Source: an optimization exercise on an open RTL-to-GDS flow (aim: small area). Production flows keep margins and buffers that such runs may drop. The RTL was checked by simulation tests, not by an equivalence proof against the original design. Power figures rest on the tool's default switching activity, not on a simulated workload.

== build 53 ==
Design fsmc_regs_top, start of the top module:
module fsmc_regs_top (
    input  logic                      clk,
    input  logic                      rst_n,
    input  logic                      nadv,
    input  logic                      nwe,
    input  logic                      noe,
    input  logic [18-1:0] ad_bus,
    output logic [18-1:0] ad_drive,
    output logic                      ad_drive_en
);
    localparam int dw    = 16;
    localparam int len   = 7;        
    localparam int rings = 10;
    logic          nadv_s, nwe_s;    
    logic [3:0]    noe_hist;         
    logic          en_q;
    logic [2:0]    phase;            
    logic          clr;              
    logic [5:0]    addr_q;           
    logic [5:0]    waddr_q;          
    logic [dw-1:0] wdata_q;          
    logic          wpend;
    logic [dw-1:0] rdata_q;
    logic          wr_end;
    logic [rings-1:0] wsel;          
    logic [dw-1:0] tap [rings];
    logic [dw-1:0] head [rings];     
    logic [dw-1:0] rword;
    logic [rings-1:0] rsel;
    logic [2:0]    phase_p;          
    logic          rhit;
    logic          en_d, cap;
    function automatic logic [rings-1:0] at_tap(input logic [5:0] k, input logic [2:0] ph);
        at_tap = '0;
        if (k[2:0] != 3'd7)
            at_tap[k[5:3]] = (ph == k[2:0]);
        else if (k[5:3] != 3'd7)
            at_tap[8] = (ph == k[5:3]);
        else
            at_tap[9] = 1'b1;
    endfunction
    always_ff @(posedge clk or negedge rst_n) begin
        if (!rst_n) begin
            nadv_s   <= 1'b1;
            nwe_s    <= 1'b1;
            noe_hist <= '0;
            en_q     <= 1'b0;
        end else begin
            nadv_s   <= nadv;
            nwe_s    <= nwe;
            noe_hist <= {noe_hist[2:0], ~noe};
            en_q     <= en_d;
        end
    end
    always_ff @(posedge clk) begin
        if (!nadv)
            addr_q <= {ad_bus[17:16], ad_bus[3:0]};
    end
  ...
Size in the first run: ~1100 flip-flops, ~42 I/O pins, ~26000 um2 of cells after synthesis.
export LEC_CHECK = 0
export CAP_MARGIN = 20
export CORE_MARGIN = 2
export CORE_UTILIZATION = 75
export SLEW_MARGIN = 20
export SYNTH_HIERARCHICAL = 1
create_clock -name core_clock -period 5.0 [get_ports {clk}]
standard.sh (not shown) runs the stock make flow with config.mk's settings and CLKGATE_MAP_FILE= SYNTH_SCRIPT=/design/flow/synth_recipe.tcl, a recipe that flattens the netlist after the stock synthesis.
==> flow/flow/run.sh <==
#!/bin/bash
# The standard layout (standard.sh) with three changes:
#  - synthesis and repair may use only drive strength 1 logic cells (buffers, inverters,
#    flip-flops and clock cells are not restricted): extra_dont_use.txt is added to the
#    platform's don't-use list
#  - ports are buffered with buf_1
#  - clock tree: clkbuf_8 leaf clusters of up to 20 sinks, no dummy loads
set -euo pipefail
PLAT=$(make -s -C "$FLOW_HOME" DESIGN_CONFIG="$FLOW_CONFIG" WORK_HOME="$PWD/orfs" print-DONT_USE_CELLS 2>/dev/null | sed -n 's/^DONT_USE_CELLS: //p')
export DU="$PLAT $(cat flow/extra_dont_use.txt)"
export BUFFER_PORTS_ARGS="-buffer_cell sky130_fd_sc_hd__buf_1"
export CTS_ARGS="-sink_clustering_enable -repair_clock_nets -sink_clustering_size 22 -sink_clustering_max_diameter 55 -buf_list sky130_fd_sc_hd__clkbuf_8 -dont_use_dummy_load"
sed 's|"\${@:-finish}"|"DONT_USE_CELLS=$DU" "${@:-finish}"|' standard.sh > standard_du.sh
grep -q 'DONT_USE_CELLS=\$DU' standard_du.sh
echo "$DU" > dont_use.log
bash standard_du.sh > standard.log 2>&1
Other scripts of this flow, unchanged in this note and not shown: flow/flow/extra_dont_use.txt
## Diff of input files: build 70 against build 53
diff --git a/flow/flow/run.sh b/flow/flow/run.sh
--- a/flow/flow/run.sh
+++ b/flow/flow/run.sh
@@ -10,5 +10,5 @@
 export DU="$PLAT $(cat flow/extra_dont_use.txt)"
 export BUFFER_PORTS_ARGS="-buffer_cell sky130_fd_sc_hd__buf_1"
-export CTS_ARGS="-sink_clustering_enable -repair_clock_nets -sink_clustering_size 22 -sink_clustering_max_diameter 55 -buf_list sky130_fd_sc_hd__clkbuf_8 -dont_use_dummy_load"
+export CTS_ARGS="-sink_clustering_enable -repair_clock_nets -sink_clustering_size 22 -sink_clustering_max_diameter 70 -buf_list sky130_fd_sc_hd__clkbuf_8 -dont_use_dummy_load"
 sed 's|"\${@:-finish}"|"DONT_USE_CELLS=$DU" "${@:-finish}"|' standard.sh > standard_du.sh
 grep -q 'DONT_USE_CELLS=\$DU' standard_du.sh
Notes after the runs:
For build 70, the endpoint of the most critical setup path was rdata_q[8]$_DFFE_PP_, unlike build 53, where it was rdata_q[3]$_DFFE_PP_. Re cell count of the worst hold path: no difference whatsoever between build 53 and build 70. The via total after detailed routing of build 53 and that of build 70 are within noise of each other. There was hardly any difference in combinational gate power between build 53 and build 70.
> inputs changed (build 70 -> build 13)
Settings: an added PLACE_DENSITY of 0.85.
diff --git a/flow/flow/run.sh b/flow/flow/run.sh
--- a/flow/flow/run.sh
+++ b/flow/flow/run.sh
@@ -10,5 +10,5 @@
 export DU="$PLAT $(cat flow/extra_dont_use.txt)"
 export BUFFER_PORTS_ARGS="-buffer_cell sky130_fd_sc_hd__buf_1"
-export CTS_ARGS="-sink_clustering_enable -repair_clock_nets -sink_clustering_size 22 -sink_clustering_max_diameter 70 -buf_list sky130_fd_sc_hd__clkbuf_8 -dont_use_dummy_load"
+export CTS_ARGS="-sink_clustering_enable -repair_clock_nets -sink_clustering_size 20 -sink_clustering_max_diameter 100 -buf_list sky130_fd_sc_hd__clkbuf_8 -dont_use_dummy_load"
 sed 's|"\${@:-finish}"|"DONT_USE_CELLS=$DU" "${@:-finish}"|' standard.sh > standard_du.sh
 grep -q 'DONT_USE_CELLS=\$DU' standard_du.sh
==> run summary <==
- Relative to build 70, relative contribution of sequential cells to total power has decreased by 0.8 points in build 13.
- Taking build 70 as the reference point, the routed wire length of build 13 rises by 10%.
- Utilization of the core after routing: build 13 vs build 70 up 0.20 points
- Switching power share of the total: build 13 > build 70
The inputs of build 26 differ from those of build 13 as listed below.
Settings: PLACE_DENSITY no longer set, was 0.85; CORE_UTILIZATION now 70, was 75.
==> run summary <==
Length of routed met3 wiring: lower on build 26
Build 26 did not stop at any stage, and its layout met the timing, design-rule and antenna checks.
Area fraction of clock buffers and clock inverters: build 13 vs build 26 — no meaningful difference
The placeable core region of build 26 exceeds that of build 13 by about 6.5%.
Diff build 26..build 13 | synthesized flop and latch total | unchanged
Build 26 vs. build 13: wire length on met1 went up by 2.5%; final area was more or less identical; leakage power figure was more or less identical; global-route met1 utilization went down by 3.3 points.
Relative to build 13, the wire length of the first global-routing pass measured on build 26 has decreased by a little under 10%.
Here is what was changed in the inputs of build 4 compared with build 26.
Settings: CORE_UTILIZATION now 80, was 70.
What build 4 reported for routed wire length on met3 has to be multiplied by 0.77 to get the figure for build 26.
Compared with build 26, build 4 degrades least setup slack across all paths after layout.
Going from build 26 to build 4, longest individual stage delay on the worst path grows by 90 ps.
In the metrics for build 26 and build 4, the one carrying the lower routed wire length is build 26.
Compared to build 26, build 4 was floorplanned on a smaller die.
Compared with build 26, build 4 shows combinational power higher by about 2%.
Looking at build 26 and build 4, the total power of the final layout is a wash.
Combined global-route utilization of all metal layers: higher on build 4
Comparing build 26 and build 4, total via count in the routed design is lower on build 26.
On total overflow reported by the global router, build 26 and build 4 are basically level.
Sort build 26 and build 4 by routed wirelength normalized by instance count desc -> top: build 4

## separate check: timing with driven ports
In the flow no input, the clock included, has a driving cell. The finished layouts below were timed again as built, in two steps.
Step 1 assumes that a clkbuf_16 drives the clock port and a buf_2 every other input.
Step 2 moves the port delays by t, midway between the first and last clock arrival at a register: inputs arrive t later, outputs are due t later. That takes back most of the time a late clock gives input paths.
a / b / c = ideal / step 1 / step 2; a / b = the first two.
run | t (ns) | setup slack, ns | slew at the worst register clock pin (ns) | pins driven straight from the clock port
build 53 | 0.710 | 2.110 / 2.110 / 2.110 | 0.12 / 0.12 | 1
build 70 | 0.681 | 2.116 / 2.116 / 2.116 | 0.12 / 0.12 | 1
build 13 | 0.694 | 1.776 / 1.776 / 1.776 | 0.12 / 0.12 | 1
build 26 | 0.714 | 2.094 / 2.094 / 2.094 | 0.12 / 0.12 | 1
build 4 | 0.688 | 1.962 / 1.962 / 1.962 | 0.12 / 0.12 | 1
After both steps setup and hold are still met in every run listed.
